This design comes from an exercise in tuning for small area, a short achievable clock period and few clock cycles per item on the open sky130 flow, not from production work.
In this exercise RTL edits were held to simulation tests only and were not proved equivalent to the original.

==> inputs of trial 47 <==
// pedometer_step_detector
module pedometer_step_detector
(
    input  wire logic               clk,
    input  wire logic               rst_n,
    input  wire logic               cfg_valid,
    output logic                    cfg_ready,
    input  wire logic [2:0]         cfg_index,
    input  wire logic [15:0]        cfg_data,
    input  wire logic               sample_valid,
    output logic                    sample_ready,
    input  wire logic signed [15:0] sample_accel_x,
    input  wire logic signed [15:0] sample_accel_y,
    input  wire logic signed [15:0] sample_accel_z,
    input  wire logic [31:0]        sample_time_ms,
    output logic                    result_valid,
    input  wire logic               result_ready,
    output logic                    result_step_event,
    output logic [10:0]             result_step_length_mm,
    output logic [31:0]             result_steps_total,
    output logic [31:0]             result_distance_mm,
    output logic [23:0]             result_smoothed_magnitude
);
    localparam int SQ_C  = 4;
    localparam int SQ_D  = 7;
    localparam int SQ_E  = 10;
    localparam int SQ_R1 = 12;
    localparam int SQ_R2 = 14;
    logic [15:0] cfg_thr;
    logic [15:0] cfg_gap;
    logic [15:0] cfg_high;
    logic [15:0] cfg_swing;
    logic [8:0]  cfg_w;         
    logic [8:0]  cfg_v;         
    assign cfg_ready = 1'b1;
    always_ff @(posedge clk or negedge rst_n)
    begin
        if (!rst_n)
        begin
            cfg_thr   <= psd_pkg::THRESHOLD_RESET;
            cfg_gap   <= psd_pkg::MIN_INTERVAL_RESET;
            cfg_high  <= psd_pkg::MAX_HIGH_RESET;
            cfg_swing <= psd_pkg::MIN_SWING_RESET;
            cfg_w     <= psd_pkg::WEIGHT_RESET;
            cfg_v     <= 9'd256 - psd_pkg::WEIGHT_RESET;
        end
        else if (cfg_valid)
        begin
            case (cfg_index)
                psd_pkg::REG_THRESHOLD:    cfg_thr   <= cfg_data;
                psd_pkg::REG_MIN_INTERVAL: cfg_gap   <= cfg_data;
                psd_pkg::REG_MAX_HIGH:     cfg_high  <= cfg_data;
                psd_pkg::REG_MIN_SWING:    cfg_swing <= cfg_data;
                psd_pkg::REG_SMOOTHING:
                begin
                    if (cfg_data[8] && (cfg_data[7:0] != 8'd0))
  ...
make LEC_CHECK=0 CAP_MARGIN=20 CORE_MARGIN=2 CORE_UTILIZATION=40 SETUP_SLACK_MARGIN=5 SLEW_MARGIN=20 finish   # period 10.0 ns
run.sh (not shown) runs the stock make flow with config.mk's settings and CLKGATE_MAP_FILE= SYNTH_SCRIPT=/design/flow/synth_recipe.tcl, a recipe that flattens the netlist after the stock synthesis.
==> trial 8 (differences from trial 47) <==
--- a/flow/design.v
+++ b/flow/design.v
@@ -15,7 +15,7 @@
     localparam logic [23:0] TROUGH_RESET = 24'd512000;
     localparam logic [10:0] STRIDE_MIN   = 11'd400;
     localparam logic [10:0] STRIDE_MAX   = 11'd1200;
-    localparam int DT_W = 8;
+    localparam int DT_W = 10;
 endpackage
 `default_nettype wire
 `timescale 1ns / 1ps
--- a/flow/config.mk
+++ b/flow/config.mk
@@ -8,5 +8,5 @@
 export CAP_MARGIN = 20
 export CORE_MARGIN = 2
 export CORE_UTILIZATION = 40
-export SETUP_SLACK_MARGIN = 5
+export SETUP_SLACK_MARGIN = 3
 export SLEW_MARGIN = 20
==> qor summary <==
quantity                                                                 trial 8           trial 47
Overall via count from detail_route                                        54772              57230
Final cycle utilization of the critical path                               64.9%              55.7%
Share of the synthesized area in the top cell type                         19.7%              19.0%
Floorplan core area                                                   181000 µm²         180000 µm²
Number of global-route vias before repair                                  55895              58085
Count of distinct cell types in the synthesized netlist                      106                104
DP Area                                                                77300 µm²          77300 µm²
Worst skew pair latency                                                   720 ps             730 ps
Met2 track demand over resource in global routing                          37.2%              37.9%
Number of synthesized register bits                                          800                782
Slew HR                                                                    24.5%              25.3%
Post-synthesis xor/xnor area fraction                                      5.00%              4.82%
Post-Syn Instances                                                          7498               7523
1st-pass router iterations                                                     6                 10
Result of the run                                                 finished clean     finished clean
Startpoint of the most critical hold path                     c_rad[0]$_DFFE_PN_  r2_d[4]$_DFFE_PN_
Share of synthesized area occupied by flip-flops and latches               30.9%              30.3%
Layout clock buffers                                                         131                123
Worst setup slack for register-to-register paths                         3510 ps            4430 ps
Number of nets in the finished design                                       8941               9291
Testbench counts of trial 47, summed over its fixed seeds: cycles 4,888, items 4,800.
Testbench counts of trial 8, summed over its fixed seeds: cycles 4,888, items 4,800.


==> inputs of garnet <==
pedometer_step_detector with an RTL version that a note above also has.
Settings: LEC_CHECK=0, CAP_MARGIN=20, CORE_MARGIN=2, CORE_UTILIZATION=40, SETUP_SLACK_MARGIN=4, SLEW_MARGIN=20; clock period 10.0 ns.
==> inputs of juniper, as changes to garnet <==
--- a/flow/design.v
+++ b/flow/design.v
@@ -15,7 +15,7 @@
     localparam logic [23:0] TROUGH_RESET = 24'd512000;
     localparam logic [10:0] STRIDE_MIN   = 11'd400;
     localparam logic [10:0] STRIDE_MAX   = 11'd1200;
-    localparam int DT_W = 10;
+    localparam int DT_W = 8;
 endpackage
 `default_nettype wire
 `timescale 1ns / 1ps
- SETUP_SLACK_MARGIN: 4 -> 4.5
==> notes.md <==
Worst flop-to-flop path startpoint: garnet g_v$_DFFE_PN0N_; juniper a_x[9]$_DFFE_PP_
Top Metal Used: garnet met4; juniper met5
Count of non-CTS buffers in the layout: garnet 372; juniper 453
Count of clock tree sinks: garnet 800; juniper 782
Status: garnet complete, no violations; juniper complete, no violations
Pin count of the biggest net entering global routing: garnet 143; juniper 101
First element of the critical path: garnet g_v$_DFFE_PN0N_; juniper a_x[9]$_DFFE_PP_
Slowest cell on the critical path: garnet sky130_fd_sc_hd__nor2_2; juniper sky130_fd_sc_hd__fa_1
WP data required: garnet 10.44 ns; juniper 10.47 ns
Fill count: garnet 17030; juniper 17050
Cells after Synth: garnet 7498; juniper 7523
Floorplan die height: garnet 430.4 µm; juniper 429.4 µm
DIE AREA: garnet 185200 µm²; juniper 184400 µm²
Met3 capacity usage during global routing: garnet 2.631%; juniper 2.847%
Mean number of vias per cell: garnet 5.449; juniper 5.492
Compound-gate portion of the synthesized area: garnet 14.24%; juniper 14.46%
Fraction of area in registers: garnet 27.40%; juniper 26.41%
Worst slew margin: garnet 23.56%; juniper 27.83%
Gates resized, CTS repair: garnet 38; juniper 126
Number of global-route vias before repair: garnet 55650; juniper 57260
Worst setup path endpoint: garnet g_rom[1]$_DFFE_PN_; juniper b_lo[15]$_DFFE_PN_
Wire length per cell after detailed routing: garnet 19.75 µm; juniper 19.55 µm
Testbench counts of garnet, summed over its fixed seeds: cycles 4,888, items 4,800.
Testbench counts of juniper, summed over its fixed seeds: cycles 4,888, items 4,800.

[afterwards: timing with drivers on the ports]
The flow's constraints put no driver on any port. The routed layouts listed below were extracted and timed again, unchanged, in two steps.
Step 1 (the two cells are an assumption about what drives the block):
set clk [get_ports {clk}]
set_driving_cell -lib_cell sky130_fd_sc_hd__clkbuf_16 $clk
set_driving_cell -lib_cell sky130_fd_sc_hd__buf_2 [delete_from_list [all_inputs] $clk]
Step 2 adds t to the input delays and takes it off the output delays; t is the mean of the earliest and latest rising clock arrival at the registers after step 1. Input paths then give back, and output paths get back, about the clock's delay inside the block.
Slacks: no drivers / after step 1 / after step 2; pairs: no drivers / after step 1.
run | shift t [ns] | setup WS [ns] | clock arrival spread, ns | pins driven straight from the clock port
trial 47 | 0.810 | 4.428 / 4.428 / 3.957 | 0.047 / 0.047 | 1
trial 8 | 0.798 | 3.509 / 3.509 / 3.426 | 0.019 / 0.019 | 1
garnet | 0.799 | 4.000 / 4.000 / 3.767 | 0.032 / 0.032 | 1
juniper | 0.809 | 4.420 / 4.420 / 3.748 | 0.064 / 0.063 | 1
After both steps setup and hold are still met in every run listed. For juniper, which loses most, drivers alone change the setup slack by 0.000 ns; drivers and shift together by -0.672 ns.
